What follows belongs to an exercise in optimizing a design on an open flow for small area, a short achievable clock period and few clock cycles per item; a production flow would make more cautious choices. The RTL was checked by simulation tests, not by an equivalence proof against the original design.

## design/flow/design.v

```verilog
module sm3_compress (
    input  logic         i_clk,
    input  logic         i_rst,
    input  logic         i_start,
    input  logic         i_first_block,
    input  logic         i_extend_valid,
    output logic [7:0]   o_rd_addr0,
    output logic [7:0]   o_rd_addr1,
    input  logic [31:0]  i_rd_data0,
    input  logic [31:0]  i_rd_data1,
    output logic         o_busy,
    output logic [255:0] o_hash,
    output logic         o_hash_valid
);
    localparam logic [255:0] InitVector = {
        32'h7380166F, 32'h4914B2B9, 32'h172442D7, 32'hDA8A0600,
        32'hA96F30BC, 32'h163138AA, 32'hE38DEE4D, 32'hB0FB0E4E
    };
    localparam logic [31:0] TjLow    = 32'h79CC4519;
    localparam logic [31:0] TjHigh16 = 32'h9D8A7A87;   
    function automatic logic [31:0] rotl(input logic [31:0] x, input logic [4:0] n);
        logic [63:0] t;
        t = {x, x} << n;
        rotl = t[63:32];
    endfunction
    function automatic logic [31:0] p0(input logic [31:0] x);
        p0 = x ^ rotl(x, 5'd9) ^ rotl(x, 5'd17);
    endfunction
    logic         busy_q, valid_q, have_q, iv_q;
    logic [5:0]   j_q;
    logic [31:0]  tp_q;                  
    logic [31:0]  a_q, b_q, c_q, d_q, e_q, f_q, g_q, h_q;
    logic [255:0] hash_q;
    logic         accept, last, iv_now;
    logic [255:0] base, v_cur, next_state;
    assign iv_now = i_first_block | ~have_q;
    assign accept = ~i_rst & i_start & i_extend_valid & ~busy_q;
    assign last   = busy_q & (j_q == 6'd63);
    assign base   = iv_now ? InitVector : hash_q;
    assign v_cur  = iv_q ? InitVector : hash_q;
    logic [31:0] a_rot12, ss1, ss2, ff, gg, tt1, tt2;
    always_comb begin
        a_rot12 = rotl(a_q, 5'd12);
        ss1     = rotl(a_rot12 + e_q + tp_q, 5'd7);
        ss2     = ss1 ^ a_rot12;
        if (j_q[5:4] == 2'd0) begin
            ff = a_q ^ b_q ^ c_q;
            gg = e_q ^ f_q ^ g_q;
        end else begin
            ff = (a_q & b_q) | (a_q & c_q) | (b_q & c_q);
            gg = (e_q & f_q) | (~e_q & g_q);
        end
        tt1 = ff + d_q + ss2 + i_rd_data1;
        tt2 = gg + h_q + ss1 + i_rd_data0;
        next_state = {tt1, a_q, rotl(b_q, 5'd9), c_q, p0(tt2), e_q, rotl(f_q, 5'd19), g_q};
    end
    always_ff @(posedge i_clk) begin
        if (accept) {a_q, b_q, c_q, d_q, e_q, f_q, g_q, h_q} <= base;
        else        {a_q, b_q, c_q, d_q, e_q, f_q, g_q, h_q} <= next_state;
        if (accept)           tp_q <= TjLow;
        else if (j_q == 6'd15) tp_q <= TjHigh16;
        else                  tp_q <= rotl(tp_q, 5'd1);
        if (accept) iv_q <= iv_now;
    end
    always_ff @(posedge i_clk) begin
        if (i_rst) begin
            busy_q  <= 1'b0;
            valid_q <= 1'b0;
            have_q  <= 1'b0;
            j_q     <= 6'd0;
            hash_q  <= '0;
        end else begin
            valid_q <= last;
            if (accept)    busy_q <= 1'b1;
            else if (last) busy_q <= 1'b0;
            if (last) have_q <= 1'b1;
            j_q <= accept ? 6'd0 : j_q + 6'd1;
            if (last) hash_q <= v_cur ^ next_state;
        end
    end
    assign o_rd_addr0   = {2'b00, j_q};
    assign o_rd_addr1   = 8'd68 + {2'b00, j_q};
    assign o_busy       = busy_q;
    assign o_hash       = hash_q;
    assign o_hash_valid = valid_q;
endmodule
```

## design/flow/config.mk

```make
export PLATFORM = sky130hd
export DESIGN_NAME = sm3_compress
export DESIGN_NICKNAME = sm3_compress
export VERILOG_FILES = /design/flow/design.v
export SDC_FILE = /design/flow/constraint.sdc
export NUM_CORES = 4
export LEC_CHECK = 0
export CAP_MARGIN = 20
export CORE_MARGIN = 2
export CORE_UTILIZATION = 40
export SLEW_MARGIN = 20
```

## design/flow/constraint.sdc

```tcl
create_clock -name core_clock -period 10.0 [get_ports {i_clk}]
set_input_delay 2.0000 -clock core_clock [delete_from_list [all_inputs] [get_ports {i_clk}]]
set_output_delay 2.0000 -clock core_clock [all_outputs]
set_load 0.01 [all_outputs]
```

## design/flow/run.sh

```bash
#!/bin/bash
# synth_recipe.tcl (not shown) runs the flow's synth.tcl, then flattens the netlist and writes it again
# the make line also repeats each setting of config.mk as NAME=value (left out here)
make -C /OpenROAD-flow-scripts/flow DESIGN_CONFIG=/design/flow/config.mk WORK_HOME=/design/flow/orfs CLKGATE_MAP_FILE= SYNTH_SCRIPT=/design/flow/synth_recipe.tcl finish
```

==> flow_metrics.py, run 1 <==
metrics = {
    "status": {
        "run_status": "finished clean",
    },
    "yosys": {
        "synthMuxAreaShare_pct": 1.18,
        "gate_count_of_the_mapped_netlist": 4432,
        "total_of_flip_flops_plus_latches_after_synthesis": 554,
        "number_of_enable_type_register_cells_in_the_synthesized_netlist": 1,
        "synth-simple-area-share_pct": 20.8,
        "synthXorXnorAreaFrac_pct": 5.20,
        "synthesized_area_fraction_occupied_by_ao_oa_aoi_and_oai_cells_pct": 20.4,
        "synth_area_um2": 34500,
        "synth_flop_type": "sky130_fd_sc_hd__dfxtp_1",
        "asyncSetResetFlopFracSynth_pct": 0,
        "dominant_combinational_cell_family_by_area_after_synthesis": "simple AND/OR/NAND/NOR gates",
        "synthAdderAreaFrac_pct": 14.3,
        "number_of_synthesis_warnings": 1,
        "yosysUniqueCellTypes": 85,
        "seq_area_frac_synth_pct": 32.2,
        "synthesis.area_per_instance_um2": 7.78,
    },
    "die": {
        "num_rows": 107,
        "ioPinCount": 343,
        "fp.dieArea_um2": 88500,
        "starting_density_pct": 40.4,
        "die_span_in_x_um": 298,
        "core_region_area_um2": 85300,
        "die_height_um": 298,
    },
    "global_routing": {
        "grt_usage_pct": 31.1,
        "antenna_violations_before_repair": 9,
        "wire_length_of_the_first_global_routing_pass_um": 205000,
        "pin_count_of_the_biggest_net_entering_global_routing": 155,
        "via_count_of_the_first_global_routing_pass": 29172,
        "globalRoute.totalOverflow": 0,
    },
    "cts": {
        "cts_setup_buffers": 0,
        "ctsRootBufferMaster": "sky130_fd_sc_hd__clkbuf_16",
        "number_of_levels_the_h_tree_was_split_into": 3,
        "tritoncts_buffers": 68,
        "post_cts_resized": 0,
        "postCtsHoldBufs": 0,
        "cts_num_sinks": 554,
        "cts.reportedPaths.clkPinSlew_ns": 0.06,
        "cts_max_path_buffers": 3,
        "clock_insertion_delay_worst_skew_ns": 0.62,
        "tritoncts": "yes",
    },
    "placed_design": {
        "dpl.hpwl_um": 104000,
        "place.port_buffers": 340,
        "gp_congestion": 0.955,
        "place_inst": 5673,
    },
    "timing": {
        "report.final.slew_viol_count": 0,
        "final_report_hold_violation_count": 0,
        "finalCritPeriodShare_pct": 85.3,
        "totalNegativeSetupSlack_ns": 0,
        "whs_ns": 0.472,
        "setup_violation_total_in_the_final_timing_report": 0,
        "maximum_frequency_from_static_timing_analysis_mhz": 117,
        "worst_slew_margin_rel_pct": 21.4,
        "period_minus_slack_ns": 8.53,
        "max_slew.worst_pin.slew_ns": 1.17,
        "unrepaired_setup_endpoints_after_global_routing": "no",
        "worst_clock_skew_ns": 0.0188,
    },
    "finish": {
        "drive_above_1_share_pct": 4.17,
        "multi_input_area_um2": 21400,
        "layout.cells.non_filler": 5798,
        "layout_common_cells": "sky130_fd_sc_hd__nand2_1 (841), sky130_fd_sc_hd__o21ai_0 (592), sky130_fd_sc_hd__dfxtp_1 (553)",
        "seq_area_um2": 11100,
        "final_net_count": 4950,
        "mostFrequentLayoutCell": "sky130_fd_sc_hd__nand2_1",
        "layout-area-overhead-vs-synth_pct": 18.5,
        "fillCellCount": 8326,
    },
    "drt": {
        "num_vias": 32909,
        "totalWireLength_um": 142000,
        "drt_pass1_iterations": 6,
        "average_via_count_per_standard_cell": 5.68,
        "antenna_left": 0,
        "route.detailed.drc": 0,
        "wl_per_cell_um": 24.5,
        "drtIter0Drc": 3720,
    },
    "setup_path": {
        "setup.worst_path.class": "flip-flop to flip-flop",
        "timing.critical_path.from_type": "flip-flop",
        "worst-path-max-fanout": 8,
        "worst-endpoint-required_ns": 10.53,
        "timing.critical_path.arrival_ns": 9.06,
        "worstSetupEndpointType": "flip-flop",
    },
    "hold_path": {
        "timing.hold.worst.class": "flip-flop to flip-flop",
    },
    "flow_run": {
        "number_of_maximum_capacitance_violations": 0,
    },
}
==> sequential cells by signal, summed over array words and instances (netlist names), 6 cells and up <==
| name | cells |
|---|---|
| a_q | 32 |
| b_q | 32 |
| c_q | 32 |
| d_q | 32 |
| e_q | 32 |
| f_q | 32 |
| g_q | 32 |
| h_q | 32 |
| hash_q | 256 |
| j_q | 6 |
| tp_q | 32 |
==> through the flow <==
step / utilization [%] / setup slack (ns) / area (µm²)
after floorplan: - / 2.69 / 34500
after global placement: 45.2 / 1.84 / 38500
after detailed placement: 45.2 / 1.66 / 38500
after CTS: 47.9 / 1.62 / 40800
after global routing: 47.9 / 0.908 / 40800
final: 47.9 / 1.47 / 40800
==> kinds of logic after synthesis <==
group	count (synthesis)
and+or+nand+nor	1652
adders and majority gates	282
muxes	39
xor gates and xnor gates	180
buffers and inverters	526
other	1
DFF	554
AOI/OAI and AO/OA	1198
==> path summary, 6_finish.rpt <==
| kind | startpoint | endpoint | slack [ns] | cells after the start |
|---|---|---|---|---|
| min reg2reg | tp_q[3] | tp_q[4] | 0.47 | 2 |
| max | e_q[13] | hash_q[254] | 1.47 | 25 |
| min | tp_q[3] | tp_q[4] | 0.47 | 2 |
| max reg2reg | e_q[13] | hash_q[254] | 1.47 | 25 |
==> Yosys cell counts (9+ instances only) <==
| cell type | instances | area share [%] |
|---|---|---|
| sky130_fd_sc_hd__nor2_1 | 365 | 4.0 |
| sky130_fd_sc_hd__a22oi_1 | 132 | 2.9 |
| sky130_fd_sc_hd__xnor3_1 | 12 | 0.78 |
| sky130_fd_sc_hd__nand3_1 | 161 | 2.3 |
| sky130_fd_sc_hd__clkbuf_2 | 14 | 0.20 |
| sky130_fd_sc_hd__or3_1 | 16 | 0.29 |
| sky130_fd_sc_hd__and2_1 | 14 | 0.25 |
| sky130_fd_sc_hd__or4_1 | 12 | 0.26 |
| sky130_fd_sc_hd__and3_1 | 21 | 0.38 |
| sky130_fd_sc_hd__xor2_1 | 46 | 1.2 |
| sky130_fd_sc_hd__ha_1 | 94 | 3.4 |
| sky130_fd_sc_hd__nor3_1 | 71 | 1.0 |
| sky130_fd_sc_hd__a31oi_1 | 47 | 0.85 |
| sky130_fd_sc_hd__o21ai_0 | 592 | 8.6 |
| sky130_fd_sc_hd__xnor2_1 | 119 | 3.0 |
| sky130_fd_sc_hd__nor2b_1 | 32 | 0.58 |
| sky130_fd_sc_hd__nor3b_1 | 91 | 2.0 |
| sky130_fd_sc_hd__o21a_1 | 16 | 0.35 |
| sky130_fd_sc_hd__a21o_1 | 37 | 0.81 |
| sky130_fd_sc_hd__nand2_1 | 841 | 9.2 |
| sky130_fd_sc_hd__fa_1 | 188 | 11 |
| sky130_fd_sc_hd__o21bai_1 | 9 | 0.20 |
| sky130_fd_sc_hd__clkbuf_1 | 243 | 2.6 |
| sky130_fd_sc_hd__a211o_1 | 12 | 0.30 |
| sky130_fd_sc_hd__a21oi_1 | 232 | 3.4 |
| sky130_fd_sc_hd__mux2_2 | 13 | 0.42 |
| sky130_fd_sc_hd__dfxtp_1 | 553 | 32 |
| sky130_fd_sc_hd__buf_1 | 14 | 0.15 |
| sky130_fd_sc_hd__inv_1 | 246 | 2.7 |
| sky130_fd_sc_hd__a211oi_1 | 32 | 0.70 |
| sky130_fd_sc_hd__mux2i_1 | 26 | 0.76 |
==> per-layer routing <==
metal  up-vias  part of all wire, %  global-route usage (%)
met5         -                    0                       0
met4         0                  2.9                    9.22
met3       158                   11                    7.77
met2      1548                   41                    44.2
met1     15835                   45                    46.0
li1      15368                    -                       -
==> cell type report <==
class | instances | area share (%)
Clock buffer | 97 | 4.90
Sequential cell | 554 | 27.2
Multi-Input combinational cell | 3353 | 52.4
Timing Repair Buffer | 373 | 8.98
Inverter | 249 | 2.31
Clock inverter | 27 | 0.732
Antenna cell | 1 | 0.00613
Tap cell | 1144 | 3.51
==> worst max-delay path, cell delays in order, from the launching register on <==
cell	delay [ns]
sky130_fd_sc_hd__dfxtp_1	0.61
sky130_fd_sc_hd__fa_1	0.52
sky130_fd_sc_hd__ha_1	0.40
sky130_fd_sc_hd__and4_1	0.30
sky130_fd_sc_hd__nand4_1	0.15
sky130_fd_sc_hd__o31a_1	0.31
sky130_fd_sc_hd__a21boi_0	0.50
sky130_fd_sc_hd__o21ai_0	0.24
sky130_fd_sc_hd__a311oi_1	0.44
sky130_fd_sc_hd__a31oi_1	0.16
sky130_fd_sc_hd__a211o_1	0.33
sky130_fd_sc_hd__xnor3_1	0.41
sky130_fd_sc_hd__fa_1	0.49
sky130_fd_sc_hd__inv_1	0.05
sky130_fd_sc_hd__fa_1	0.43
sky130_fd_sc_hd__ha_1	0.33
sky130_fd_sc_hd__nor3_1	0.32
sky130_fd_sc_hd__o32ai_1	0.17
sky130_fd_sc_hd__a2111oi_0	0.48
sky130_fd_sc_hd__o21bai_1	0.22
sky130_fd_sc_hd__a31o_2	0.29
sky130_fd_sc_hd__o311a_1	0.33
sky130_fd_sc_hd__nor3_1	0.19
sky130_fd_sc_hd__nor3b_1	0.11
sky130_fd_sc_hd__or4_1	0.47
sky130_fd_sc_hd__a31oi_1	0.16
Testbench counts, summed over its fixed seeds: cycles 24,968, blocks 384.
==> run 2: changes to the inputs <==
--- a/design/flow/design.v
+++ b/design/flow/design.v
@@ -27,8 +27,25 @@
         p0 = x ^ rotl(x, 5'd9) ^ rotl(x, 5'd17);
     endfunction
-    logic         busy_q, valid_q, have_q, iv_q;
-    logic [5:0]   j_q;
+    function automatic logic [31:0] add_ks(input logic [31:0] x, input logic [31:0] y);
+        logic [31:0] g, p, gn, pn;
+        g = x & y;
+        p = x ^ y;
+        for (int d = 1; d < 32; d = d * 2) begin
+            gn = g;
+            pn = p;
+            for (int i = d; i < 32; i++) begin
+                gn[i] = g[i] | (p[i] & g[i-d]);
+                pn[i] = p[i] & p[i-d];
+            end
+            g = gn;
+            p = pn;
+        end
+        add_ks = (x ^ y) ^ {g[30:0], 1'b0};
+    endfunction
+    logic         busy_q, valid_q, have_q, iv_q, low_q;
+    logic [5:0]   addr_q;                
     logic [31:0]  tp_q;                  
-    logic [31:0]  a_q, b_q, c_q, d_q, e_q, f_q, g_q, h_q;
+    logic [31:0]  a_q, b_q, c_q, e_q, f_q, g_q;
+    logic [31:0]  dw_q, hw_q;            
     logic [255:0] hash_q;
     logic         accept, last, iv_now;
@@ -36,13 +53,15 @@
     assign iv_now = i_first_block | ~have_q;
     assign accept = ~i_rst & i_start & i_extend_valid & ~busy_q;
-    assign last   = busy_q & (j_q == 6'd63);
+    assign last   = busy_q & (addr_q == 6'd0);
     assign base   = iv_now ? InitVector : hash_q;
     assign v_cur  = iv_q ? InitVector : hash_q;
-    logic [31:0] a_rot12, ss1, ss2, ff, gg, tt1, tt2;
+    logic [31:0] a_rot12, x_s, x_c, ss1, ss2, ff, gg, y, z, tt1, tt2;
     always_comb begin
         a_rot12 = rotl(a_q, 5'd12);
-        ss1     = rotl(a_rot12 + e_q + tp_q, 5'd7);
+        x_s     = a_rot12 ^ e_q ^ tp_q;
+        x_c     = ((a_rot12 & e_q) | (a_rot12 & tp_q) | (e_q & tp_q)) << 1;
+        ss1     = rotl(x_s + x_c, 5'd7);
         ss2     = ss1 ^ a_rot12;
-        if (j_q[5:4] == 2'd0) begin
+        if (low_q) begin
             ff = a_q ^ b_q ^ c_q;
             gg = e_q ^ f_q ^ g_q;
@@ -51,14 +70,28 @@
             gg = (e_q & f_q) | (~e_q & g_q);
         end
-        tt1 = ff + d_q + ss2 + i_rd_data1;
-        tt2 = gg + h_q + ss1 + i_rd_data0;
+        y   = add_ks(ff, dw_q);
+        z   = add_ks(gg, hw_q);
+        tt1 = y + ss2;
+        tt2 = z + ss1;
         next_state = {tt1, a_q, rotl(b_q, 5'd9), c_q, p0(tt2), e_q, rotl(f_q, 5'd19), g_q};
     end
+    logic [31:0] d_src, h_src;
+    assign d_src = accept ? base[159:128] : c_q;
+    assign h_src = accept ? base[31:0]    : g_q;
     always_ff @(posedge i_clk) begin
-        if (accept) {a_q, b_q, c_q, d_q, e_q, f_q, g_q, h_q} <= base;
-        else        {a_q, b_q, c_q, d_q, e_q, f_q, g_q, h_q} <= next_state;
-        if (accept)           tp_q <= TjLow;
-        else if (j_q == 6'd15) tp_q <= TjHigh16;
-        else                  tp_q <= rotl(tp_q, 5'd1);
+        if (accept) begin
+            {a_q, b_q, c_q} <= base[255:160];
+            {e_q, f_q, g_q} <= base[127:32];
+        end else begin
+            {a_q, b_q, c_q} <= next_state[255:160];
+            {e_q, f_q, g_q} <= next_state[127:32];
+        end
+        dw_q <= d_src + i_rd_data1;
+        hw_q <= h_src + i_rd_data0;
+        if (accept)              tp_q <= TjLow;
+        else if (addr_q == 6'd16) tp_q <= TjHigh16;
+        else                     tp_q <= rotl(tp_q, 5'd1);
+        if (accept)              low_q <= 1'b1;
+        else if (addr_q == 6'd16) low_q <= 1'b0;
         if (accept) iv_q <= iv_now;
     end
@@ -68,5 +101,5 @@
             valid_q <= 1'b0;
             have_q  <= 1'b0;
-            j_q     <= 6'd0;
+            addr_q  <= 6'd0;
             hash_q  <= '0;
         end else begin
@@ -75,10 +108,12 @@
             else if (last) busy_q <= 1'b0;
             if (last) have_q <= 1'b1;
-            j_q <= accept ? 6'd0 : j_q + 6'd1;
+            if (accept)                                           addr_q <= 6'd1;
+            else if (busy_q && addr_q != 6'd0 && addr_q != 6'd63) addr_q <= addr_q + 6'd1;
+            else                                                  addr_q <= 6'd0;
             if (last) hash_q <= v_cur ^ next_state;
         end
     end
-    assign o_rd_addr0   = {2'b00, j_q};
-    assign o_rd_addr1   = 8'd68 + {2'b00, j_q};
+    assign o_rd_addr0   = {2'b00, addr_q};
+    assign o_rd_addr1   = 8'd68 + {2'b00, addr_q};
     assign o_busy       = busy_q;
     assign o_hash       = hash_q;
--- a/design/flow/config.mk
+++ b/design/flow/config.mk
@@ -6,4 +6,5 @@
 export NUM_CORES = 4
 export LEC_CHECK = 0
+export ABC_AREA = 1
 export CAP_MARGIN = 20
 export CORE_MARGIN = 2
==> run 2 against run 1 <==
Register-to-register slack improved by 1.9 ns; global-route usage is 1.7 points higher; critical path type unchanged; area after synthesis increased by 6.6%; sequential share of layout area down 1.6 points.
==> flow_metrics.py, run 2 <==
metrics = {
    "status": {
        "run_status": "finished clean",
    },
    "global_routing": {
        "use_met1_pct": 47.9,
        "via_count_of_the_first_global_routing_pass": 34511,
        "wire_length_of_the_first_global_routing_pass_um": 231000,
        "grt_usage_pct": 32.8,
        "pin_count_of_the_biggest_net_entering_global_routing": 176,
        "gr-max-usage-layer": "met1",
        "antenna_violations_before_repair": 8,
        "globalRoute.totalOverflow": 0,
        "grtUsageMet3_pct": 6.99,
        "grtUsageMet2_pct": 47.8,
    },
    "yosys": {
        "synthMostInstantiatedCell": "sky130_fd_sc_hd__nand2_1",
        "seq_area_frac_synth_pct": 30.3,
        "synth_flop_type": "sky130_fd_sc_hd__dfxtp_1",
        "synth_top_area_share_pct": 30.2,
        "total_of_flip_flops_plus_latches_after_synthesis": 555,
        "synthesis.area_per_instance_um2": 7.18,
        "yosysTopAreaCell": "sky130_fd_sc_hd__dfxtp_1",
        "synth_area_um2": 36800,
        "synth.top_cells.by_area": "sky130_fd_sc_hd__dfxtp_1 (30%), sky130_fd_sc_hd__nand2_1 (8.6%), sky130_fd_sc_hd__inv_1 (7.9%)",
        "yosysUniqueCellTypes": 61,
        "ys_top_cells_by_count": "sky130_fd_sc_hd__nand2_1 (847), sky130_fd_sc_hd__inv_1 (777), sky130_fd_sc_hd__dfxtp_1 (554)",
        "number_of_synthesis_warnings": 1,
        "number_of_enable_type_register_cells_in_the_synthesized_netlist": 1,
        "asyncSetResetFlopFracSynth_pct": 0,
        "gate_count_of_the_mapped_netlist": 5117,
    },
    "finish": {
        "drive_above_1_share_pct": 3.92,
        "mostFrequentLayoutCell": "sky130_fd_sc_hd__nand2_1",
        "largest_register_ff_count": 256,
        "max_flop_register": "hash_q",
        "final_net_count": 5709,
        "layout-area-overhead-vs-synth_pct": 18.1,
        "antenna_diodes": 0,
        "layout_common_cells": "sky130_fd_sc_hd__nand2_1 (846), sky130_fd_sc_hd__inv_1 (774), sky130_fd_sc_hd__dfxtp_1 (553)",
    },
    "timing": {
        "totalNegativeSetupSlack_ns": 0,
        "worst_slew_margin_rel_pct": 28.6,
        "report.final.slew_viol_count": 0,
        "period_minus_slack_ns": 6.60,
        "setup_violation_total_in_the_final_timing_report": 0,
        "worst_clock_skew_ns": 0.0257,
        "maximum_frequency_from_static_timing_analysis_mhz": 152,
        "final_report_hold_violation_count": 0,
        "unrepaired_setup_endpoints_after_global_routing": "no",
        "max_slew.worst_pin.slew_ns": 1.07,
        "finalCritPeriodShare_pct": 66.0,
        "whs_ns": 0.447,
    },
    "cts": {
        "post_cts_resized": 0,
        "clock_insertion_delay_worst_skew_ns": 0.64,
        "cts_max_path_buffers": 3,
        "tritoncts_buffers": 68,
        "cts_num_sinks": 555,
        "number_of_levels_the_h_tree_was_split_into": 3,
        "tritoncts": "yes",
        "cts.reportedPaths.clkPinSlew_ns": 0.06,
        "ctsRootBufferMaster": "sky130_fd_sc_hd__clkbuf_16",
        "cts_setup_buffers": 0,
        "postCtsHoldBufs": 0,
    },
    "hold_path": {
        "timing.hold.worst.class": "flip-flop to flip-flop",
    },
    "drt": {
        "route.detailed.drc": 0,
        "wl_per_cell_um": 24.2,
        "num_vias": 37740,
        "drt_pass1_iterations": 7,
        "average_via_count_per_standard_cell": 5.73,
        "totalWireLength_um": 160000,
        "drtIter0Drc": 4507,
        "antenna_left": 0,
    },
    "die": {
        "core_region_area_um2": 91400,
        "die_height_um": 307,
        "starting_density_pct": 40.2,
        "die_span_in_x_um": 307,
        "fp.dieArea_um2": 94300,
        "ioPinCount": 343,
        "num_rows": 111,
    },
    "setup_path": {
        "worstSetupEndpointType": "flip-flop",
        "timing.critical_path.from_type": "flip-flop",
        "timing.critical_path.arrival_ns": 7.07,
        "worst-endpoint-required_ns": 10.47,
        "setup.worst_path.class": "flip-flop to flip-flop",
        "worst-path-max-fanout": 43,
    },
    "placed_design": {
        "gp_congestion": 1.00,
        "dpl.hpwl_um": 120000,
        "place.port_buffers": 340,
    },
    "flow_run": {
        "number_of_maximum_capacitance_violations": 0,
    },
}
## run 2: path summary, 6_finish.rpt
check,from,cells after the start,endpoint,slack (ns)
worst max-delay path,low_q,23,e_q[16],3.40
worst min register to register,tp_q[15],2,tp_q[16],0.45
worst max register to register,low_q,23,e_q[16],3.40
worst min-delay path,tp_q[15],2,tp_q[16],0.45
## run 2: through the flow
| stage | area [µm²] | worst slack [ns] | utilization, % | std cells |
|---|---|---|---|---|
| floorplan | 36800 | 4.45 | - | 5118 |
| global placement | 41100 | 3.01 | 45.0 | 6466 |
| detailed placement | 41100 | 2.89 | 45.0 | 6466 |
| CTS | 43400 | 3.56 | 47.5 | 6589 |
| global route | 43400 | 3.13 | 47.5 | 6589 |
| finish | 43400 | 3.40 | 47.5 | 6589 |
## run 2: cells by family (layout without fill, tap and decap cells)
logic type	count (synthesis)	in the layout	synth area share, %
buffers and inverters	995	1280	10.5
adder cells (fa/ha/maj)	290	290	11.3
AO/OA/AOI/OAI	1124	1124	19.1
flip-flops	555	555	30.3
XOR/XNOR	272	272	6.64
AND/OR/NAND/NOR	1880	1880	22.2
other	1	2	0.0102
## run 2: routing by layer
metal / part of all wire, % / routed length (µm)
met1: 45 / 72200
met2: 41 / 66000
met3: 10 / 16200
met4: 3.2 / 5100
met5: 0.0081 / 13
## run 2: area by class of cell
type                    instances  area (µm²)
inverters                     785        2960
multi-input cells            3568       21800
repair buffers                372        3690
flip-flops and latches        555       11100
clock buffers                  93        1930
fillers                      9182       48000
well taps                    1186        1480
clock inverters                30         407
## run 2: worst max-delay path: stages (launching register included)
cell	delay (ns)
sky130_fd_sc_hd__dfxtp_2	0.49
sky130_fd_sc_hd__inv_2	0.54
sky130_fd_sc_hd__buf_4	0.63
sky130_fd_sc_hd__a21oi_1	0.22
sky130_fd_sc_hd__xor2_1	0.23
sky130_fd_sc_hd__ha_1	0.42
sky130_fd_sc_hd__nand2_1	0.15
sky130_fd_sc_hd__nor4_1	0.39
sky130_fd_sc_hd__nand2_1	0.09
sky130_fd_sc_hd__o211ai_1	0.57
sky130_fd_sc_hd__nand3_1	0.14
sky130_fd_sc_hd__nand2_1	0.11
sky130_fd_sc_hd__xor2_1	0.54
sky130_fd_sc_hd__ha_1	0.39
sky130_fd_sc_hd__inv_1	0.11
sky130_fd_sc_hd__nor3_1	0.20
sky130_fd_sc_hd__a21oi_1	0.08
sky130_fd_sc_hd__o21ai_0	0.07
sky130_fd_sc_hd__inv_1	0.05
sky130_fd_sc_hd__nand2_1	0.10
sky130_fd_sc_hd__inv_1	0.06
sky130_fd_sc_hd__nand3_1	0.16
sky130_fd_sc_hd__nand3_1	0.10
sky130_fd_sc_hd__a31oi_1	0.51
Testbench counts of run 2, summed over its fixed seeds: cycles 24,968, blocks 384.
==> run 3: changes to the inputs <==
--- a/design/flow/config.mk
+++ b/design/flow/config.mk
@@ -10,3 +10,4 @@
 export CORE_MARGIN = 2
 export CORE_UTILIZATION = 40
+export SETUP_SLACK_MARGIN = 5
 export SLEW_MARGIN = 20
==> run 3 against run 2 <==
Via count rose by 3.0%; first-iteration DRC count increased by 0.69%; global-route usage up 0.88 points; register-to-register slack better by 1.7 ns; clock skew increased by 0.015 ns; cell area rose by 9.3%; sequential share of layout area down 1.8 points; fmax up 32%; cell count is 1.6% higher; die area unchanged; synthesized cell count unchanged.
==> flow_metrics.py, run 3 <==
metrics = {
    "finish": {
        "largest_register_ff_count": 256,
        "drive_above_1_share_pct": 14.5,
        "seq_area_um2": 11300,
        "mostFrequentLayoutCell": "sky130_fd_sc_hd__nand2_1",
        "antenna_diodes": 0,
        "final_core_util_pct": 51.9,
        "max_flop_register": "hash_q",
        "fillCellCount": 8875,
        "layout_common_cells": "sky130_fd_sc_hd__nand2_1 (777), sky130_fd_sc_hd__inv_1 (759), sky130_fd_sc_hd__dfxtp_1 (494)",
        "multi_input_area_um2": 24300,
        "layout-area-overhead-vs-synth_pct": 29.1,
        "final_net_count": 5814,
    },
    "setup_path": {
        "setup.worst_path.class": "input port to flip-flop",
        "timing.critical_path.arrival_ns": 5.51,
        "worst-path-max-fanout": 42,
        "worst-endpoint-required_ns": 10.53,
        "worstSetupEndpointType": "flip-flop",
        "timing.critical_path.from_type": "input port",
    },
    "placed_design": {
        "gp_congestion": 1.01,
        "dpl.hpwl_um": 123000,
        "place.port_buffers": 340,
    },
    "yosys": {
        "synthMostInstantiatedCell": "sky130_fd_sc_hd__nand2_1",
        "synthesis.area_per_instance_um2": 7.18,
        "yosysUniqueCellTypes": 61,
        "synth_flop_type": "sky130_fd_sc_hd__dfxtp_1",
        "yosysTopAreaCell": "sky130_fd_sc_hd__dfxtp_1",
        "number_of_enable_type_register_cells_in_the_synthesized_netlist": 1,
        "number_of_synthesis_warnings": 1,
        "total_of_flip_flops_plus_latches_after_synthesis": 555,
        "synth.top_cells.by_area": "sky130_fd_sc_hd__dfxtp_1 (30%), sky130_fd_sc_hd__nand2_1 (8.6%), sky130_fd_sc_hd__inv_1 (7.9%)",
        "synth_area_um2": 36800,
        "seq_area_frac_synth_pct": 30.3,
        "gate_count_of_the_mapped_netlist": 5117,
        "ys_top_cells_by_count": "sky130_fd_sc_hd__nand2_1 (847), sky130_fd_sc_hd__inv_1 (777), sky130_fd_sc_hd__dfxtp_1 (554)",
        "asyncSetResetFlopFracSynth_pct": 0,
        "synth_top_area_share_pct": 30.2,
    },
    "cts": {
        "cts.reportedPaths.clkPinSlew_ns": 0.07,
        "tritoncts_buffers": 68,
        "ctsRootBufferMaster": "sky130_fd_sc_hd__clkbuf_16",
        "number_of_levels_the_h_tree_was_split_into": 3,
        "cts_num_sinks": 555,
        "clock_insertion_delay_worst_skew_ns": 0.65,
        "cts_max_path_buffers": 3,
        "tritoncts": "yes",
    },
    "timing": {
        "totalNegativeSetupSlack_ns": 0,
        "finalCritPeriodShare_pct": 49.8,
        "whs_ns": 0.434,
        "worst_slew_margin_rel_pct": 25.6,
        "final_report_hold_violation_count": 0,
        "setup_violation_total_in_the_final_timing_report": 0,
        "maximum_frequency_from_static_timing_analysis_mhz": 201,
        "max_slew.worst_pin.slew_ns": 1.12,
        "report.final.slew_viol_count": 0,
        "worst_clock_skew_ns": 0.0404,
        "period_minus_slack_ns": 4.98,
        "unrepaired_setup_endpoints_after_global_routing": "yes",
    },
    "drt": {
        "num_vias": 38869,
        "wl_per_cell_um": 25.2,
        "route.detailed.drc": 0,
        "totalWireLength_um": 169000,
        "average_via_count_per_standard_cell": 5.80,
        "drt_pass1_iterations": 6,
        "antenna_left": 0,
        "drtIter0Drc": 4538,
    },
    "die": {
        "starting_density_pct": 40.2,
        "ioPinCount": 343,
        "core_region_area_um2": 91400,
        "fp.dieArea_um2": 94300,
        "num_rows": 111,
        "die_span_in_x_um": 307,
        "die_height_um": 307,
    },
    "status": {
        "run_status": "finished clean",
    },
    "global_routing": {
        "grt_usage_pct": 33.7,
        "pin_count_of_the_biggest_net_entering_global_routing": 148,
        "globalRoute.totalOverflow": 0,
        "antenna_violations_before_repair": 4,
        "via_count_of_the_first_global_routing_pass": 34909,
        "wire_length_of_the_first_global_routing_pass_um": 236000,
    },
    "flow_run": {
        "number_of_maximum_capacitance_violations": 0,
    },
    "hold_path": {
        "timing.hold.worst.class": "flip-flop to flip-flop",
    },
}
==> run 3: area by class of cell <==
cell class                 instances  share of cell area [%]
clock buffer                      94                    4.33
clock inverter                    31                   0.833
inverter                         785                    6.40
multi-input combinational       3568                    51.2
sequential                       555                    23.8
tap                             1186                    3.13
timing repair buffer             473                    10.2
timing repair inverter             4                  0.0791
==> run 3: kinds of logic (layout without fill, tap and decap cells) <==
family,Yosys count,after routing,share of synthesized area [%]
AOI/OAI and AO/OA,1124,1124,19.1
xor gates and xnor gates,272,272,6.64
adders and majority gates,290,290,11.3
buffers and inverters,995,1387,10.5
DFF,555,555,30.3
other,1,2,0.0102
and+or+nand+nor,1880,1880,22.2
==> run 3: critical path, cell delays in order <==
cell and delay (ns):
sky130_fd_sc_hd__dlygate4sd2_1 0.50, sky130_fd_sc_hd__nand4_1 0.21, sky130_fd_sc_hd__buf_6 0.20, sky130_fd_sc_hd__nor2_4 0.13, sky130_fd_sc_hd__buf_12 0.18, sky130_fd_sc_hd__clkinv_16 0.12, sky130_fd_sc_hd__buf_8 0.22, sky130_fd_sc_hd__o22ai_1 0.16
sky130_fd_sc_hd__ha_1 0.32, sky130_fd_sc_hd__a21o_1 0.22, sky130_fd_sc_hd__a21oi_1 0.14, sky130_fd_sc_hd__nand2_1 0.08, sky130_fd_sc_hd__a31oi_2 0.24, sky130_fd_sc_hd__o21ai_0 0.23, sky130_fd_sc_hd__a31oi_2 0.25, sky130_fd_sc_hd__o21ai_0 0.11
sky130_fd_sc_hd__nand2_1 0.08, sky130_fd_sc_hd__nand2_1 0.06
==> run 3: through the flow <==
step                      instances  worst slack (ns)  instance area (µm²)
after floorplan                5118              5.02                36800
after global placement         6472              3.46                41100
after detailed placement       6472              3.38                41100
after CTS                      6632              5.00                44800
after global routing           6696              4.90                47400
final                          6696              5.02                47400
==> run 3: path summary, 6_finish.rpt <==
kind | start | end | slack (ns) | depth (start not counted)
max | i_start | dw_q[26] | 5.02 | 18
min | tp_q[5] | tp_q[6] | 0.43 | 2
max reg2reg | e_q[1] | hash_q[250] | 5.08 | 25
min reg2reg | tp_q[5] | tp_q[6] | 0.43 | 2
==> run 3: metal layers <==
layer	wire length [µm]	track usage, %	vias up	share of wire, %
li1	-	-	17916	-
met1	73100	48.8	18468	43
met2	69100	47.8	2154	41
met3	18800	7.68	331	11
met4	7460	13.4	0	4.4
met5	0	0	-	0
==> run 3: what timing repair did <==
item	4_1_cts	5_1_grt
gates resized for setup	258	457
pin swaps	38	107
hold buffers	0	0
gates cloned	3	8
endpoints found under the setup margin	171	139
buffers inserted	32	56
==> run 4: changes to the inputs <==
==> design/flow/flow/run.sh (new file) <==
#!/bin/bash
# Own layout flow: the standard layout (standard.sh, ORFS synth..finish) with a few extra
# make variables read from flow/extra.mk-style list in flow/extra_vars (one VAR=value per line).
# Each make run's full output goes to a log file in the work folder.
set -euo pipefail
here="$(cd "$(dirname "${BASH_SOURCE[0]}")" && pwd)"
work="$(cd "$here/.." && pwd)"
cd "$work"
extra=()
if [[ -f "$here/extra_vars" ]]; then
  while IFS= read -r line; do
    [[ -z "$line" || "$line" == \#* ]] && continue
    extra+=("$line")
  done < "$here/extra_vars"
fi
echo "extra make variables: ${extra[*]:-none}" | tee "$work/run_sh.log"
bash "$work/standard.sh" "${extra[@]}" finish > "$work/standard_make.log" 2>&1
echo "standard.sh finished" | tee -a "$work/run_sh.log"
==> design/flow/flow/extra_vars (new file) <==
ADDER_MAP_FILE=
SETUP_SLACK_MARGIN=6
BUFFER_PORTS_ARGS=-buffer_cell sky130_fd_sc_hd__buf_1
==> design/flow/standard.sh (new file) <==
#!/bin/bash
# synth_recipe.tcl (not shown) runs the flow's synth.tcl, then flattens the netlist and writes it again
# the make line also repeats each setting of config.mk as NAME=value (left out here)
make -C /OpenROAD-flow-scripts/flow DESIGN_CONFIG=/design/flow/config.mk WORK_HOME=/design/flow/orfs CLKGATE_MAP_FILE= SYNTH_SCRIPT=/design/flow/synth_recipe.tcl "${@:-finish}"
removed: design/flow/run.sh
==> run 4 against run 3 <==
Utilization up 10 points; fmax up 11%; flip-flop and latch count unchanged.
==> flow_metrics.py, run 4 <==
metrics = {
    "status": {
        "run_status": "finished clean",
    },
    "finish": {
        "max_flop_register": "hash_q",
        "multi_input_area_um2": 37800,
        "largest_register_ff_count": 256,
        "mostFrequentLayoutCell": "sky130_fd_sc_hd__nand2_1",
        "layout_common_cells": "sky130_fd_sc_hd__nand2_1 (1757), sky130_fd_sc_hd__inv_1 (838), sky130_fd_sc_hd__nand2_2 (659)",
        "fillCellCount": 9753,
        "layout-area-overhead-vs-synth_pct": 54.3,
        "drive_above_1_share_pct": 37.3,
        "final_net_count": 8392,
        "seq_area_um2": 11300,
    },
    "cts": {
        "cts_max_path_buffers": 3,
        "number_of_levels_the_h_tree_was_split_into": 3,
        "cts.reportedPaths.clkPinSlew_ns": 0.06,
        "postCtsHoldBufs": 0,
        "ctsRootBufferMaster": "sky130_fd_sc_hd__clkbuf_16",
        "tritoncts": "yes",
        "tritoncts_buffers": 71,
        "clock_insertion_delay_worst_skew_ns": 0.69,
        "cts_num_sinks": 555,
    },
    "global_routing": {
        "antenna_violations_before_repair": 6,
        "grtUsageMet2_pct": 61.7,
        "wire_length_of_the_first_global_routing_pass_um": 314000,
        "via_count_of_the_first_global_routing_pass": 48151,
        "pin_count_of_the_biggest_net_entering_global_routing": 115,
        "globalRoute.totalOverflow": 0,
        "use_met1_pct": 49.6,
        "gr-max-usage-layer": "met2",
        "grtUsageMet3_pct": 7.85,
        "grt_usage_pct": 39.2,
    },
    "setup_path": {
        "setup.worst_path.class": "input port to flip-flop",
        "worstSetupEndpointType": "flip-flop",
        "worst-path-max-fanout": 7,
        "worst-endpoint-required_ns": 10.53,
        "timing.critical_path.from_type": "input port",
        "timing.critical_path.arrival_ns": 5.03,
    },
    "die": {
        "core_region_area_um2": 105000,
        "die_span_in_x_um": 329,
        "num_rows": 119,
        "die_height_um": 329,
        "fp.dieArea_um2": 109000,
        "starting_density_pct": 40.3,
        "ioPinCount": 343,
    },
    "timing": {
        "whs_ns": 0.455,
        "final_report_hold_violation_count": 0,
        "unrepaired_setup_endpoints_after_global_routing": "yes",
        "totalNegativeSetupSlack_ns": 0,
        "period_minus_slack_ns": 4.50,
        "report.final.slew_viol_count": 0,
        "worst_clock_skew_ns": 0.0417,
        "maximum_frequency_from_static_timing_analysis_mhz": 222,
        "worst_slew_margin_rel_pct": 21.7,
        "setup_violation_total_in_the_final_timing_report": 0,
        "finalCritPeriodShare_pct": 45.0,
        "max_slew.worst_pin.slew_ns": 1.17,
    },
    "yosys": {
        "seq_area_frac_synth_pct": 26.3,
        "gate_count_of_the_mapped_netlist": 7458,
        "synthMostInstantiatedCell": "sky130_fd_sc_hd__nand2_1",
        "synth_top_area_share_pct": 26.2,
        "ys_top_cells_by_count": "sky130_fd_sc_hd__nand2_1 (2714), sky130_fd_sc_hd__inv_1 (975), sky130_fd_sc_hd__nor2_1 (792)",
        "number_of_enable_type_register_cells_in_the_synthesized_netlist": 1,
        "synthesis.area_per_instance_um2": 5.68,
        "yosysUniqueCellTypes": 65,
        "total_of_flip_flops_plus_latches_after_synthesis": 555,
        "number_of_synthesis_warnings": 1,
        "yosysTopAreaCell": "sky130_fd_sc_hd__dfxtp_1",
        "synth_flop_type": "sky130_fd_sc_hd__dfxtp_1",
        "asyncSetResetFlopFracSynth_pct": 0,
        "synth_area_um2": 42400,
        "synth.top_cells.by_area": "sky130_fd_sc_hd__dfxtp_1 (26%), sky130_fd_sc_hd__nand2_1 (24%), sky130_fd_sc_hd__inv_1 (8.6%)",
    },
    "hold_path": {
        "timing.hold.worst.class": "flip-flop to flip-flop",
    },
    "drt": {
        "drtIter0Drc": 4787,
        "average_via_count_per_standard_cell": 5.59,
        "num_vias": 54623,
        "totalWireLength_um": 230000,
        "wl_per_cell_um": 23.6,
        "antenna_left": 0,
        "route.detailed.drc": 0,
        "drt_pass1_iterations": 7,
    },
    "placed_design": {
        "gp_congestion": 1.02,
        "dpl.hpwl_um": 165000,
        "place.port_buffers": 340,
    },
    "flow_run": {
        "number_of_maximum_capacitance_violations": 0,
    },
}
## run 4: cell types whose count changed after synthesis, sizes merged, moves of 211 or more
cell	delta
nand2	+1944
inv	+265
nand3	+343
nor2	+468
nor3	-211
ha	-220
## run 4: worst max-delay path: stages
cell                       delay, ns
sky130_fd_sc_hd__buf_1          0.08
sky130_fd_sc_hd__buf_6          0.15
sky130_fd_sc_hd__nor2_4         0.22
sky130_fd_sc_hd__nand2_8        0.11
sky130_fd_sc_hd__nor2_4         0.15
sky130_fd_sc_hd__buf_6          0.15
sky130_fd_sc_hd__buf_12         0.13
sky130_fd_sc_hd__nand2_4        0.06
sky130_fd_sc_hd__o21ai_2        0.06
sky130_fd_sc_hd__nand2_1        0.09
sky130_fd_sc_hd__a21boi_4       0.17
sky130_fd_sc_hd__a21oi_4        0.21
sky130_fd_sc_hd__nand3_2        0.09
sky130_fd_sc_hd__nand2_2        0.09
sky130_fd_sc_hd__nand2_2        0.06
sky130_fd_sc_hd__a31oi_4        0.21
sky130_fd_sc_hd__nand3_2        0.10
sky130_fd_sc_hd__nand2_2        0.08
sky130_fd_sc_hd__nand2_2        0.05
sky130_fd_sc_hd__a21oi_2        0.14
sky130_fd_sc_hd__nand2_1        0.08
sky130_fd_sc_hd__nand2_2        0.11
sky130_fd_sc_hd__buf_4          0.12
sky130_fd_sc_hd__buf_6          0.09
sky130_fd_sc_hd__a311oi_2       0.08
sky130_fd_sc_hd__xor2_1         0.15
## run 4: area by class of cell
cell class                      count  area share, %
Sequential cell                   555           17.3
Timing Repair Buffer              997           11.9
Clock buffer                      101           3.09
Timing Repair inverter              1         0.0134
Clock inverter                     26          0.603
Antenna cell                        3         0.0115
Multi-Input combinational cell   5644           57.9
Inverter                         1053           6.49
Tap cell                         1391           2.66
## run 4: path summary, 6_finish.rpt
path | endpoint | cells past startpoint | slack (ns) | start
setup reg to reg | hash_q[127] | 32 | 5.75 | low_q
hold / removal | tp_q[0] | 2 | 0.46 | tp_q[31]
hold reg to reg | tp_q[0] | 2 | 0.46 | tp_q[31]
setup / recovery | dw_q[19] | 26 | 5.50 | i_rst
## run 4: kinds of logic after synthesis
family	count (synthesis)	share of synthesized area, %
other	1	0.00885
xor gates and xnor gates	182	3.94
adders and majority gates	1	0.0236
AOI/OAI and AO/OA	930	13.1
DFF	555	26.3
buffers and inverters	1263	11.6
and+or+nand+nor	4526	45.0
## run 4: what timing repair did
| action | 4_1_cts | 5_1_grt |
|---|---|---|
| pin swaps | 203 | 886 |
| gates resized for setup | 1036 | 2171 |
| setup buffers | 264 | 342 |
| cloned | 15 | 3 |
| setup endpoints to repair | 194 | 169 |
## run 4: per-stage QoR
stage          setup WS, ns  util (%)  instances  instance area, µm²
3_5_place_dp           3.57      42.8       9017               45000
2_1_floorplan          5.42         -       7459               42700
3_3_place_gp           3.60      42.8       9017               45000
5_1_grt                5.32      62.2       9768               65300
6_report               5.50      62.2       9771               65300
4_1_cts                5.60      51.4       9423               54100
## run 4: routing by layer
metal	wire length [µm]	part of all wire [%]
met5	25	0.011
met4	18000	7.8
met1	88000	38
met3	22400	9.7
met2	102000	44
==> run 5: changes to the inputs <==
--- a/design/flow/design.v
+++ b/design/flow/design.v
@@ -46,14 +46,13 @@
     logic [5:0]   addr_q;                
     logic [31:0]  tp_q;                  
-    logic [31:0]  a_q, b_q, c_q, e_q, f_q, g_q;
-    logic [31:0]  dw_q, hw_q;            
+    logic [31:0]  a_q, b_q, c_q, d_q, e_q, f_q, g_q, h_q;
+    logic [31:0]  w_q, wp_q;             
     logic [255:0] hash_q;
     logic         accept, last, iv_now;
-    logic [255:0] base, v_cur, next_state;
+    logic [255:0] base, next_state;
     assign iv_now = i_first_block | ~have_q;
     assign accept = ~i_rst & i_start & i_extend_valid & ~busy_q;
     assign last   = busy_q & (addr_q == 6'd0);
     assign base   = iv_now ? InitVector : hash_q;
-    assign v_cur  = iv_q ? InitVector : hash_q;
     logic [31:0] a_rot12, x_s, x_c, ss1, ss2, ff, gg, y, z, tt1, tt2;
     always_comb begin
@@ -70,29 +69,21 @@
             gg = (e_q & f_q) | (~e_q & g_q);
         end
-        y   = add_ks(ff, dw_q);
-        z   = add_ks(gg, hw_q);
+        y   = add_ks(ff ^ d_q ^ wp_q, ((ff & d_q) | (ff & wp_q) | (d_q & wp_q)) << 1);
+        z   = add_ks(gg ^ h_q ^ w_q,  ((gg & h_q) | (gg & w_q)  | (h_q & w_q))  << 1);
         tt1 = y + ss2;
         tt2 = z + ss1;
         next_state = {tt1, a_q, rotl(b_q, 5'd9), c_q, p0(tt2), e_q, rotl(f_q, 5'd19), g_q};
     end
-    logic [31:0] d_src, h_src;
-    assign d_src = accept ? base[159:128] : c_q;
-    assign h_src = accept ? base[31:0]    : g_q;
     always_ff @(posedge i_clk) begin
-        if (accept) begin
-            {a_q, b_q, c_q} <= base[255:160];
-            {e_q, f_q, g_q} <= base[127:32];
-        end else begin
-            {a_q, b_q, c_q} <= next_state[255:160];
-            {e_q, f_q, g_q} <= next_state[127:32];
-        end
-        dw_q <= d_src + i_rd_data1;
-        hw_q <= h_src + i_rd_data0;
-        if (accept)              tp_q <= TjLow;
+        if (!busy_q) {a_q, b_q, c_q, d_q, e_q, f_q, g_q, h_q} <= base;
+        else         {a_q, b_q, c_q, d_q, e_q, f_q, g_q, h_q} <= next_state;
+        w_q  <= i_rd_data0;
+        wp_q <= i_rd_data1;
+        if (!busy_q)             tp_q <= TjLow;
         else if (addr_q == 6'd16) tp_q <= TjHigh16;
         else                     tp_q <= rotl(tp_q, 5'd1);
-        if (accept)              low_q <= 1'b1;
+        if (!busy_q)             low_q <= 1'b1;
         else if (addr_q == 6'd16) low_q <= 1'b0;
-        if (accept) iv_q <= iv_now;
+        if (!busy_q) iv_q <= iv_now;
     end
     always_ff @(posedge i_clk) begin
@@ -102,5 +93,4 @@
             have_q  <= 1'b0;
             addr_q  <= 6'd0;
-            hash_q  <= '0;
         end else begin
             valid_q <= last;
@@ -111,6 +101,12 @@
             else if (busy_q && addr_q != 6'd0 && addr_q != 6'd63) addr_q <= addr_q + 6'd1;
             else                                                  addr_q <= 6'd0;
-            if (last) hash_q <= v_cur ^ next_state;
         end
+    end
+    logic         keep, set_iv, take;
+    assign keep   = ~i_rst & ~(last & iv_q);
+    assign set_iv = ~i_rst & last & iv_q;
+    assign take   = ~i_rst & last;
+    always_ff @(posedge i_clk) begin
+        hash_q <= ((hash_q & {256{keep}}) | (InitVector & {256{set_iv}})) ^ (next_state & {256{take}});
     end
     assign o_rd_addr0   = {2'b00, addr_q};
==> design/flow/run.sh (new file) <==
#!/bin/bash
# synth_recipe.tcl (not shown) runs the flow's synth.tcl, then flattens the netlist and writes it again
# the make line also repeats each setting of config.mk as NAME=value (left out here)
make -C /OpenROAD-flow-scripts/flow DESIGN_CONFIG=/design/flow/config.mk WORK_HOME=/design/flow/orfs CLKGATE_MAP_FILE= SYNTH_SCRIPT=/design/flow/synth_recipe.tcl finish
removed: design/flow/flow/run.sh
removed: design/flow/flow/extra_vars
removed: design/flow/standard.sh
==> run 5 against run 4 <==
Sequential share of layout area rose by 8.5 points; die area fell by 16%; largest cell class unchanged; hold slack got worse by 0.0053 ns; cell area fell by 25%; routed wire length fell by 36%; via count fell by 38%; clock-buffer cell count fell by 5; non-clock buffer count fell by 459; critical path depth rose by 5.
==> flow_metrics.py, run 5 <==
metrics = {
    "timing": {
        "final_report_hold_violation_count": 0,
        "setup_violation_total_in_the_final_timing_report": 0,
        "maximum_frequency_from_static_timing_analysis_mhz": 196,
        "max_slew.worst_pin.slew_ns": 1.18,
        "worst_clock_skew_ns": 0.0231,
        "totalNegativeSetupSlack_ns": 0,
        "worst_slew_margin_rel_pct": 21.6,
        "unrepaired_setup_endpoints_after_global_routing": "yes",
        "period_minus_slack_ns": 5.10,
        "finalCritPeriodShare_pct": 51.0,
        "report.final.slew_viol_count": 0,
    },
    "placed_design": {
        "place_inst": 6017,
        "place.port_buffers": 340,
        "gp_congestion": 1.00,
        "dpl.hpwl_um": 110000,
    },
    "yosys": {
        "ys_top_cells_by_count": "sky130_fd_sc_hd__nand2_1 (998), sky130_fd_sc_hd__inv_1 (705), sky130_fd_sc_hd__dfxtp_1 (618)",
        "yosysTopAreaCell": "sky130_fd_sc_hd__dfxtp_1",
        "total_of_flip_flops_plus_latches_after_synthesis": 619,
        "synthMostInstantiatedCell": "sky130_fd_sc_hd__nand2_1",
        "synth.top_cells.by_area": "sky130_fd_sc_hd__dfxtp_1 (35%), sky130_fd_sc_hd__nand2_1 (11%), sky130_fd_sc_hd__xor2_1 (8.0%)",
        "synth_top_area_share_pct": 34.9,
        "synth_area_um2": 35500,
        "number_of_enable_type_register_cells_in_the_synthesized_netlist": 1,
        "yosysUniqueCellTypes": 59,
        "gate_count_of_the_mapped_netlist": 4626,
        "asyncSetResetFlopFracSynth_pct": 0,
        "synth_flop_type": "sky130_fd_sc_hd__dfxtp_1",
        "seq_area_frac_synth_pct": 34.9,
        "synthesis.area_per_instance_um2": 7.67,
        "number_of_synthesis_warnings": 1,
    },
    "cts": {
        "cts.reportedPaths.clkPinSlew_ns": 0.06,
        "tritoncts": "yes",
        "cts_max_path_buffers": 3,
        "clock_insertion_delay_worst_skew_ns": 0.63,
        "cts_num_sinks": 619,
        "tritoncts_buffers": 72,
        "postCtsHoldBufs": 0,
        "ctsRootBufferMaster": "sky130_fd_sc_hd__clkbuf_16",
        "number_of_levels_the_h_tree_was_split_into": 3,
    },
    "hold_path": {
        "timing.hold.worst.class": "flip-flop to flip-flop",
        "worst_hold_startpoint": "tp_q[15]",
    },
    "setup_path": {
        "setup.worst_path.class": "flip-flop to flip-flop",
        "worstSetupEndpointType": "flip-flop",
        "worst-path-buf-inv": 5,
        "worstSetupStartpoint": "low_q",
        "worst_path_largest_cell_delay_ns": 0.48,
        "rr_startpoint": "low_q",
        "critPathMostFrequentCell": "sky130_fd_sc_hd__nand2_1",
        "timing.critical_path.slowest_stage_cell": "sky130_fd_sc_hd__fa_1",
        "cp_top_family": "simple AND/OR/NAND/NOR gates",
        "worst-path-max-fanout": 7,
        "worst-endpoint-required_ns": 10.51,
        "timing.critical_path.arrival_ns": 5.61,
        "timing.critical_path.from_type": "flip-flop",
    },
    "global_routing": {
        "wire_length_of_the_first_global_routing_pass_um": 210000,
        "via_count_of_the_first_global_routing_pass": 31458,
        "grt_usage_pct": 31.2,
        "globalRoute.totalOverflow": 0,
        "antenna_violations_before_repair": 5,
        "pin_count_of_the_biggest_net_entering_global_routing": 166,
    },
    "drt": {
        "drtIter0Drc": 3158,
        "num_vias": 33809,
        "wl_per_cell_um": 23.5,
        "totalWireLength_um": 148000,
        "antenna_left": 0,
        "drt_pass1_iterations": 6,
        "average_via_count_per_standard_cell": 5.35,
        "route.detailed.drc": 0,
    },
    "finish": {
        "layout.cells.non_filler": 6315,
        "largest_register_ff_count": 256,
        "mostFrequentLayoutCell": "sky130_fd_sc_hd__nand2_1",
        "antenna_diodes": 0,
        "drive_above_1_share_pct": 21.8,
        "layout-area-overhead-vs-synth_pct": 37.2,
        "final_net_count": 5449,
        "final_core_util_pct": 55.3,
        "max_flop_register": "hash_q",
        "layout_common_cells": "sky130_fd_sc_hd__nand2_1 (851), sky130_fd_sc_hd__inv_1 (663), sky130_fd_sc_hd__dfxtp_1 (558)",
    },
    "die": {
        "num_rows": 109,
        "fp.dieArea_um2": 91100,
        "starting_density_pct": 40.3,
        "die_span_in_x_um": 302,
        "die_height_um": 302,
        "core_region_area_um2": 88100,
        "ioPinCount": 343,
    },
    "flow_run": {
        "number_of_maximum_capacitance_violations": 0,
    },
    "status": {
        "run_status": "finished clean",
    },
}
## run 5: cell count changes after synthesis, sizes merged, moves of 86 or more
cell	before	now
a22o	0	86
a22oi	179	65
fa	0	130
ha	0	156
inv	1046	710
nand2	2808	1012
nand3	563	224
nand4	161	29
nor2	847	321
xor2	135	329
## run 5: final timing paths
kind	end	slack (ns)	cells after the start
setup / recovery	e_q[16]	4.90	31
hold / removal	tp_q[16]	0.45	2
setup reg to reg	e_q[16]	4.90	31
hold reg to reg	tp_q[16]	0.45	2
## run 5: cell families after synthesis
kind of cell               after synthesis  share of synthesized area (%)
xor gates and xnor gates               391                           9.79
DFF                                    619                           34.9
and+or+nand+nor                       1660                           19.3
muxes                                   30                          0.846
other                                    1                         0.0106
AOI/OAI and AO/OA                      783                           13.1
buffers and inverters                  856                           9.22
adders and majority gates              286                           12.8
## run 5: stage by stage
| stage | cell area (µm²) | setup WS, ns | hold WS, ns |
|---|---|---|---|
| after floorplan | 35500 | 5.08 | 0.434 |
| after global placement | 40000 | 3.35 | 0.442 |
| after detailed placement | 40000 | 3.38 | 0.442 |
| after CTS | 45200 | 4.95 | 0.451 |
| after global routing | 48700 | 4.72 | 0.469 |
| final | 48700 | 4.90 | 0.450 |
## run 5: area by class of cell
class	count	area, µm²
inverters	711	2690
clock inverters	34	399
multi-input cells	3152	24400
repair buffers	538	5180
clock buffers	96	2050
well taps	1165	1460
flip-flops and latches	619	12600
fillers	8183	39400
## run 5: what timing repair did
action	CTS	global route
resized for setup	515	649
setup endpoints to repair	117	113
setup buffers	76	88
cloned	2	2
pin swaps	165	276
## run 5: routing by layer
layer	part of all wire, %	track usage, %	vias up
li1	-	-	15595
met1	45	45.8	16531
met2	44	46.9	1458
met3	8.4	4.84	221
met4	3.1	9.76	4
met5	0.018	0	-
## run 5: worst register-to-register path: cells and delay by family (launching register included)
family / cells / cell delay (ns)
AO/OA/AOI/OAI: 6 / 0.89
buffers and inverters: 5 / 0.72
XOR/XNOR: 2 / 0.33
AND/OR/NAND/NOR: 15 / 1.60
flip-flops: 1 / 0.43
adder cells (fa/ha/maj): 3 / 1.01
Testbench counts of run 5, summed over its fixed seeds: cycles 24,968, blocks 384.
==> run 6: changes to the inputs <==
==> design/flow/flow/run.sh (new file) <==
#!/bin/bash
# Own layout flow: the standard layout (standard.sh) with extra make variables.
#  - flow/synth_vars: VAR=value lines used for the synthesis step only
#  - flow/extra_vars: VAR=value lines used for every step
#  - flow/abc.script: if present, replaces ORFS's abc_area.script for synthesis (through a copy
#    of ORFS's scripts folder in the work folder; nothing else in it changes)
# Each make run's full output goes to its own log file in the work folder.
set -euo pipefail
here="$(cd "$(dirname "${BASH_SOURCE[0]}")" && pwd)"
work="$(cd "$here/.." && pwd)"
cd "$work"
readvars() {
  local f="$1"
  [[ -f "$f" ]] || return 0
  while IFS= read -r line; do
    [[ -z "$line" || "$line" == \#* ]] && continue
    printf '%s\0' "$line"
  done < "$f"
}
extra=(); synth=()
while IFS= read -r -d '' v; do extra+=("$v"); done < <(readvars "$here/extra_vars")
while IFS= read -r -d '' v; do synth+=("$v"); done < <(readvars "$here/synth_vars")
if [[ -f "$here/abc.script" ]]; then
  rm -rf "$work/scripts_abc"
  cp -r "$FLOW_HOME/scripts" "$work/scripts_abc"
  cp "$here/abc.script" "$work/scripts_abc/abc_area.script"
  synth+=("SCRIPTS_DIR=$work/scripts_abc")
fi
{
  echo "synthesis variables: ${synth[*]:-none}"
  echo "extra variables: ${extra[*]:-none}"
} | tee "$work/run_sh.log"
bash "$work/standard.sh" "${extra[@]}" "${synth[@]}" synth > "$work/make_synth.log" 2>&1
echo "synthesis done" | tee -a "$work/run_sh.log"
bash "$work/standard.sh" "${extra[@]}" finish > "$work/make_finish.log" 2>&1
echo "layout done" | tee -a "$work/run_sh.log"
==> design/flow/flow/extra_vars (new file) <==
SETUP_SLACK_MARGIN=5.5
BUFFER_PORTS_ARGS=-buffer_cell sky130_fd_sc_hd__buf_1
==> design/flow/flow/synth_vars (new file) <==
ADDER_MAP_FILE=
==> design/flow/standard.sh (new file) <==
#!/bin/bash
# synth_recipe.tcl (not shown) runs the flow's synth.tcl, then flattens the netlist and writes it again
# the make line also repeats each setting of config.mk as NAME=value (left out here)
make -C /OpenROAD-flow-scripts/flow DESIGN_CONFIG=/design/flow/config.mk WORK_HOME=/design/flow/orfs CLKGATE_MAP_FILE= SYNTH_SCRIPT=/design/flow/synth_recipe.tcl "${@:-finish}"
--- a/design/flow/config.mk
+++ b/design/flow/config.mk
@@ -9,5 +9,5 @@
 export CAP_MARGIN = 20
 export CORE_MARGIN = 2
-export CORE_UTILIZATION = 40
+export CORE_UTILIZATION = 45
 export SETUP_SLACK_MARGIN = 5
 export SLEW_MARGIN = 20
removed: design/flow/run.sh
==> run 6 against run 5 <==
Still clean on timing, DRC and antenna; critical path depth decreased by 1; synthesized cell count increased by 54%; global-route usage increased by 8.7 points; non-clock buffer count decreased by 39; register-to-register slack improved by 0.74 ns; largest cell class unchanged.
==> flow_metrics.py, run 6 <==
metrics = {
    "status": {
        "run_status": "finished clean",
    },
    "die": {
        "die_span_in_x_um": 307,
        "core_region_area_um2": 91500,
        "fp.dieArea_um2": 94500,
        "ioPinCount": 343,
        "starting_density_pct": 45.3,
    },
    "global_routing": {
        "globalRoute.totalOverflow": 0,
        "pin_count_of_the_biggest_net_entering_global_routing": 93,
        "grt_usage_pct": 39.9,
        "wire_length_of_the_first_global_routing_pass_um": 278000,
    },
    "setup_path": {
        "timing.critical_path.arrival_ns": 4.91,
        "worst-r2r-cell-count": 30,
        "critPathMostFrequentCell": "sky130_fd_sc_hd__nand2_1",
        "timing.critical_path.from_type": "flip-flop",
        "worst-endpoint-required_ns": 10.55,
        "worstSetupEndpointType": "flip-flop",
        "setup.worst_path.class": "flip-flop to flip-flop",
        "worst_path_largest_cell_delay_ns": 0.35,
        "worst-path-max-fanout": 5,
    },
    "timing": {
        "setup_violation_total_in_the_final_timing_report": 0,
        "unrepaired_setup_endpoints_after_global_routing": "yes",
        "worst_clock_skew_ns": 0.0384,
        "max_slew.worst_pin.slew_ns": 1.11,
        "final_report_hold_violation_count": 0,
        "post-route-worst-setup-slack_ns": 5.64,
        "period_minus_slack_ns": 4.36,
        "finalCritPeriodShare_pct": 43.6,
        "whs_ns": 0.471,
        "maximum_frequency_from_static_timing_analysis_mhz": 229,
    },
    "drt": {
        "totalWireLength_um": 197000,
        "average_via_count_per_standard_cell": 5.44,
        "antenna_left": 0,
        "num_vias": 47856,
        "wl_per_cell_um": 22.3,
    },
    "yosys": {
        "synth.top_cells.by_area": "sky130_fd_sc_hd__dfxtp_1 (30%), sky130_fd_sc_hd__nand2_1 (27%), sky130_fd_sc_hd__nand3_1 (9.0%)",
        "synth_flop_type": "sky130_fd_sc_hd__dfxtp_1",
        "asyncSetResetFlopFracSynth_pct": 0,
        "number_of_enable_type_register_cells_in_the_synthesized_netlist": 1,
        "synth_top_area_share_pct": 29.9,
        "synth_area_um2": 41400,
        "yosysUniqueCellTypes": 53,
        "number_of_synthesis_warnings": 1,
        "synthMostInstantiatedCell": "sky130_fd_sc_hd__nand2_1",
        "synthesis.area_per_instance_um2": 5.81,
        "yosysTopAreaCell": "sky130_fd_sc_hd__dfxtp_1",
    },
    "cts": {
        "cts.reportedPaths.clkPinSlew_ns": 0.07,
        "ctsRootBufferMaster": "sky130_fd_sc_hd__clkbuf_16",
        "cts_num_sinks": 619,
        "number_of_levels_the_h_tree_was_split_into": 3,
        "tritoncts_buffers": 75,
        "tritoncts": "yes",
        "postCtsHoldBufs": 0,
        "clock_insertion_delay_worst_skew_ns": 0.66,
    },
    "hold_path": {
        "min_path_cells": 2,
    },
    "finish": {
        "final_net_count": 7626,
        "largest_register_ff_count": 256,
        "drive_above_1_share_pct": 16.0,
        "mostFrequentLayoutCell": "sky130_fd_sc_hd__nand2_1",
        "layout-area-overhead-vs-synth_pct": 24.3,
        "max_flop_register": "hash_q",
        "final_core_util_pct": 56.3,
        "layout.cells.non_filler": 8805,
        "layout_common_cells": "sky130_fd_sc_hd__nand2_1 (2685), sky130_fd_sc_hd__inv_1 (903), sky130_fd_sc_hd__nand3_1 (644)",
    },
    "placed_design": {
        "place_inst": 8543,
        "area_post_placement_um2": 43800,
        "place.port_buffers": 340,
        "worst_slack_after_detailed_placement_ns": 4.15,
    },
}
-- run 6: cell types whose count changed in the layout (fill, tap and decap cells not counted), sizes merged, moves of 35 or more --
cell	delta
a21oi	-90
a22o	-80
buf	+299
clkdlybuf4s50	-340
clkinvlp	+35
fa	-130
ha	-156
inv	+241
nand2	+2007
nand3	+545
nand3b	+40
nor2	+179
xnor2	-42
xor2	-70
-- run 6: kinds of logic after synthesis --
kind of cell / count (synthesis) / synth area share [%]
adder cells (fa/ha/maj): 1 / 0.0242
AND/OR/NAND/NOR: 4453 / 44.7
AO/OA/AOI/OAI: 644 / 8.87
buffers and inverters: 1135 / 10.6
XOR/XNOR: 278 / 5.93
other: 1 / 0.00905
flip-flops: 619 / 29.9
-- run 6: cell type report --
type / instances / area [µm²] / share of cell area [%]
Inverter: 983 / 3810 / 7.40
Sequential cell: 619 / 12600 / 24.4
Multi-Input combinational cell: 5379 / 28100 / 54.6
Clock inverter: 36 / 490 / 0.952
Clock buffer: 101 / 2200 / 4.26
Tap cell: 1186 / 1480 / 2.88
Antenna cell: 2 / 5.00 / 0.00971
Timing Repair Buffer: 499 / 2850 / 5.53
-- run 6: path summary, 6_finish.rpt --
check	startpoint	endpoint	slack, ns
setup / recovery	e_q[11]	hash_q[124]	5.64
hold / removal	hash_q[237]	a_q[13]	0.47
setup reg to reg	e_q[11]	hash_q[124]	5.64
hold reg to reg	hash_q[237]	a_q[13]	0.47
-- run 6: critical path, delay by kind of cell (launching register included) --
kind | cells | cell delay, ns
AND/OR/NAND/NOR | 23 | 2.58
AO/OA/AOI/OAI | 4 | 0.76
buffers and inverters | 3 | 0.49
flip-flops | 1 | 0.35
-- run 6: repair_timing --
item / 4_1_cts / 5_1_grt
endpoints found under the setup margin: 119 / 110
setup buffers: 38 / 79
endpoints found under the hold margin: 0 / 0
gates resized for setup: 264 / 775
gates cloned: 2 / 4
pin swaps: 14 / 94
-- run 6: metal layers --
layer  GRT usage (%)  up-vias  share of wire (%)
met5               0        -              0.035
met4            23.1       12                6.5
met3            7.24      444                8.2
met2            63.7     1924                 45
met1            50.6    22367                 41
li1                -    23109                  -

==> what the ideal ports hide <==
No port has a modelled driver above. Below, the same layouts with a new extraction and two added sets of constraints. Step 1: set_driving_cell puts a clkbuf_16 on i_clk and a buf_2 on each other input, an assumption about the parent block. Step 2 moves the port delays by t, midway between the first and last clock arrival at a register: inputs arrive t later, outputs are due t later. That takes back most of the time a late clock gives input paths. Three values: ideal, step 1, step 2; two values: the first two.
run | shift t [ns] | slack for setup (ns) | worst hold slack (ns) | worst slew at a driven data input, ns | cell pins on the clock port's net
run 1 | 0.676 | 1.467 / 1.467 / 1.467 | 0.472 / 0.472 / 0.472 | 0.07 | 1
run 2 | 0.706 | 3.403 / 3.403 / 2.821 | 0.447 / 0.447 / 0.447 | 0.05 | 1
run 3 | 0.695 | 5.016 / 5.035 / 4.340 | 0.434 / 0.434 / 0.434 | 0.06 | 1
run 4 | 0.742 | 5.498 / 5.553 / 4.811 | 0.455 / 0.455 / 0.455 | 0.05 | 1
run 5 | 0.693 | 4.901 / 4.901 / 4.901 | 0.450 / 0.450 / 0.450 | 0.08 | 1
run 6 | 0.716 | 5.639 / 5.639 / 5.004 | 0.471 / 0.471 / 0.471 | 0.10 | 1
After both steps setup and hold are still met in every run listed. For run 4, which loses most, drivers alone change the setup slack by +0.055 ns; drivers and shift together by -0.687 ns.
